Background: an optimization exercise with open tools, aiming at small area. Do not read the settings as production practice. In this exercise RTL edits were held to simulation tests only and were not proved equivalent to the original. No activity file was given, so power comes from the tool's default toggle rates.

Setup of cedar:
## mips_multicycle_core
module mips_multicycle_core #(
  parameter int                    ADDR_WIDTH = 32,
  parameter logic [ADDR_WIDTH-1:0] RESET_PC   = '0,
  parameter int                    NUM_REGS   = 32
) (
  input  logic                  clk,
  input  logic                  rst,
  output logic                  mem_req,
  output logic                  mem_we,
  output logic [ADDR_WIDTH-1:0] mem_addr,
  output logic [31:0]           mem_wdata,
  input  logic [31:0]           mem_rdata,
  input  logic                  mem_ready,
  output logic                  halted
);
clock: 10.0 ns
lec_check: 0
cap_margin: 20
core_margin: 2
core_utilization: 66
slew_margin: 20
standard.sh (not shown) runs the stock make flow with config.mk's settings and CLKGATE_MAP_FILE= SYNTH_SCRIPT=/design/flow/synth_recipe.tcl, a recipe that flattens the netlist after the stock synthesis.
==> flow/flow/run.sh <==
#!/bin/bash
# Own flow: the standard layout (standard.sh: ORFS synthesis to final
# layout) with these changes, all in how the layout is built:
#  - synthesis is the standard flow's synthesis script (synth_recipe.tcl) unchanged, except
#    that its ABC technology-mapping call runs flow/abc.script, an
#    area-oriented script, instead of ORFS's abc_speed.script. Registers are
#    mapped before ABC, so they are the standard synthesis's registers;
#  - ports are buffered with sky130_fd_sc_hd__buf_1 instead of the default
#    buffer cell (every input and output still gets its own buffer);
#  - clock tree synthesis uses clkbuf_8 with sink clusters of up to 17
#    flip-flops within 60 um, and no dummy loads.
# The tools' full output goes to standard.log in this folder.
set -euo pipefail
W=$PWD
export BUFFER_PORTS_ARGS="-buffer_cell sky130_fd_sc_hd__buf_1"
export CTS_ARGS="-sink_clustering_enable -repair_clock_nets -dont_use_dummy_load -buf_list sky130_fd_sc_hd__clkbuf_8 -sink_clustering_size 17 -sink_clustering_max_diameter 60"
{
  cat <<EOT
proc abc {args} {
  set i [lsearch -exact \$args -script]
  if { \$i >= 0 } {
    set args [lreplace \$args [expr {\$i + 1}] [expr {\$i + 1}] $W/flow/abc.script]
  }
  yosys abc {*}\$args
}
EOT
  cat synth_recipe.tcl
} > my_synth.tcl
sed "s#SYNTH_SCRIPT=[^ ]*#SYNTH_SCRIPT=$W/my_synth.tcl#" standard.sh > my_standard.sh
grep -q "SYNTH_SCRIPT=$W/my_synth.tcl" my_standard.sh
bash my_standard.sh > standard.log 2>&1
==> flow/flow/abc.script <==
strash
ifraig
dc2
&get -n
&synch2
&nf
&put
topo
stime -c
dnsize -c
No stage failed in cedar, and the final checks on the layout all came back clean.
Input changes introduced in fjord (baseline for comparison: cedar):
# cedar
export LEC_CHECK = 0
export CAP_MARGIN = 20
export CORE_MARGIN = 2
export CORE_UTILIZATION = 66
export SLEW_MARGIN = 20
create_clock -name core_clock -period 10.0 [get_ports {clk}]
# fjord
export LEC_CHECK = 0
export CAP_MARGIN = 20
export CORE_MARGIN = 2
export CORE_UTILIZATION = 60
export SLEW_MARGIN = 20
create_clock -name core_clock -period 10.0 [get_ports {clk}]
-- flow/flow/run.sh --
<<< cedar, line 10
#  - clock tree synthesis uses clkbuf_8 with sink clusters of up to 17
>>> fjord, line 10
#  - clock tree synthesis uses clkbuf_8 with sink clusters of up to 16
<<< cedar, line 16
export CTS_ARGS="-sink_clustering_enable -repair_clock_nets -dont_use_dummy_load -buf_list sky130_fd_sc_hd__clkbuf_8 -sink_clustering_size 17 -sink_clustering_max_diameter 60"
>>> fjord, line 16
export CTS_ARGS="-sink_clustering_enable -repair_clock_nets -dont_use_dummy_load -buf_list sky130_fd_sc_hd__clkbuf_8 -sink_clustering_size 16 -sink_clustering_max_diameter 60"
==> flow/flow/abc.script <==
strash
ifraig
dc2
balance
rewrite
refactor
balance
rewrite
rewrite -z
balance
refactor -z
rewrite -z
balance
balance
rewrite
refactor
balance
rewrite
rewrite -z
balance
refactor -z
rewrite -z
balance
strash
&get -n
&dch -f
&nf
&put
topo
stime -c
dnsize -c
==> comparison <==
- The share of total power consumed by net switching in fjord was lower than what cedar gave.
- Looking at combinational group share of total power across cedar and fjord, the one that comes out lower is fjord.
- Compared fjord vs cedar, and worst setup slack is up in fjord.
The following lists how lagoon was set up differently from fjord:
# fjord
export LEC_CHECK = 0
export CAP_MARGIN = 20
export CORE_MARGIN = 2
export CORE_UTILIZATION = 60
export SLEW_MARGIN = 20
create_clock -name core_clock -period 10.0 [get_ports {clk}]
# lagoon
export LEC_CHECK = 0
export CAP_MARGIN = 20
export CORE_MARGIN = 2
export CORE_UTILIZATION = 66
export SLEW_MARGIN = 20
create_clock -name core_clock -period 10.0 [get_ports {clk}]
-- flow/flow/run.sh --
<<< fjord, line 11
#    flip-flops within 60 um, and no dummy loads.
>>> lagoon, line 11
#    flip-flops within 40 um, and no dummy loads.
<<< fjord, line 16
export CTS_ARGS="-sink_clustering_enable -repair_clock_nets -dont_use_dummy_load -buf_list sky130_fd_sc_hd__clkbuf_8 -sink_clustering_size 16 -sink_clustering_max_diameter 60"
>>> lagoon, line 16
export CTS_ARGS="-sink_clustering_enable -repair_clock_nets -dont_use_dummy_load -buf_list sky130_fd_sc_hd__clkbuf_8 -sink_clustering_size 16 -sink_clustering_max_diameter 40"
==> flow/flow/abc.script <==
strash
ifraig
dc2
&get -n
&synch2
&nf
&put
topo
stime -c
dnsize -c
[summary]
[lagoon vs fjord] placeable core area: lower in lagoon. Global routing usage summed across all routing layers, fjord and lagoon: larger value in lagoon. Number of non-clock buffers in the layout: lagoon vs fjord up 1. On sequential element share of the synthesized area: lagoon sits above fjord. Looking at launching element of the worst setup path, the r_state[0] result is from fjord; the r_state[2] one comes from lagoon.
Input-level comparison between amber and lagoon:
# lagoon
export LEC_CHECK = 0
export CAP_MARGIN = 20
export CORE_MARGIN = 2
export CORE_UTILIZATION = 66
export SLEW_MARGIN = 20
create_clock -name core_clock -period 10.0 [get_ports {clk}]
# amber
export LEC_CHECK = 0
export CAP_MARGIN = 20
export CORE_MARGIN = 2
export CORE_UTILIZATION = 60
export SLEW_MARGIN = 20
create_clock -name core_clock -period 10.0 [get_ports {clk}]
==> flow/flow/run.sh <==
#!/bin/bash
# Own flow: the standard layout (standard.sh: ORFS synthesis to final
# layout) with two changes, both in how the layout is built:
#  - ports are buffered with sky130_fd_sc_hd__buf_1 instead of the default
#    buffer cell (every input and output still gets its own buffer);
#  - clock tree synthesis uses clkbuf_8 with sink clusters of up to 16
#    flip-flops within 60 um, and no dummy loads;
#  - RECOVER_POWER downsizes gates off the critical paths after global route.
# The tools' full output goes to standard.log in this folder.
set -e
export BUFFER_PORTS_ARGS="-buffer_cell sky130_fd_sc_hd__buf_1"
export RECOVER_POWER=100
export CTS_ARGS="-sink_clustering_enable -repair_clock_nets -dont_use_dummy_load -buf_list sky130_fd_sc_hd__clkbuf_8 -sink_clustering_size 16 -sink_clustering_max_diameter 60"
bash standard.sh > standard.log 2>&1
removed: flow/flow/abc.script
### Flow results
amber completed end to end; final checks failed (max-capacitance violations, max-slew violations).
Starting density of the core was higher in lagoon than in amber.
lagoon → amber: post-route clock period utilization down 12 points; area inside the core boundary up 14%; number of fillers in the final layout up 36%.
lagoon leaves less setup margin than amber.

afterwards: timing with drivers on the ports:
Ports are ideal in the flow. The routed layouts listed here were re-timed in OpenROAD.
Step 1 sets driving cells, clkbuf_16 on the clock port and buf_2 on the other inputs (assumed; they add their load-dependent delay and slew).
Step 2, shift: input delay + t, output delay - t, t = (earliest + latest rising clock arrival at the registers) / 2. This alone moves slack from input paths to output paths.
Slacks: ideal / step 1 / step 2; pairs: ideal / step 1.
run	shift t [ns]	setup WS [ns]	latest minus earliest clock arrival (ns)	slew at the worst register clock pin (ns)
cedar	0.721	1.215 / 1.215 / 1.215	0.074 / 0.074	0.12 / 0.12
fjord	0.708	1.235 / 1.235 / 1.235	0.064 / 0.064	0.11 / 0.11
lagoon	0.716	1.215 / 1.215 / 1.215	0.121 / 0.121	0.10 / 0.10
amber	0.700	2.427 / 2.427 / 2.427	0.103 / 0.103	0.10 / 0.10
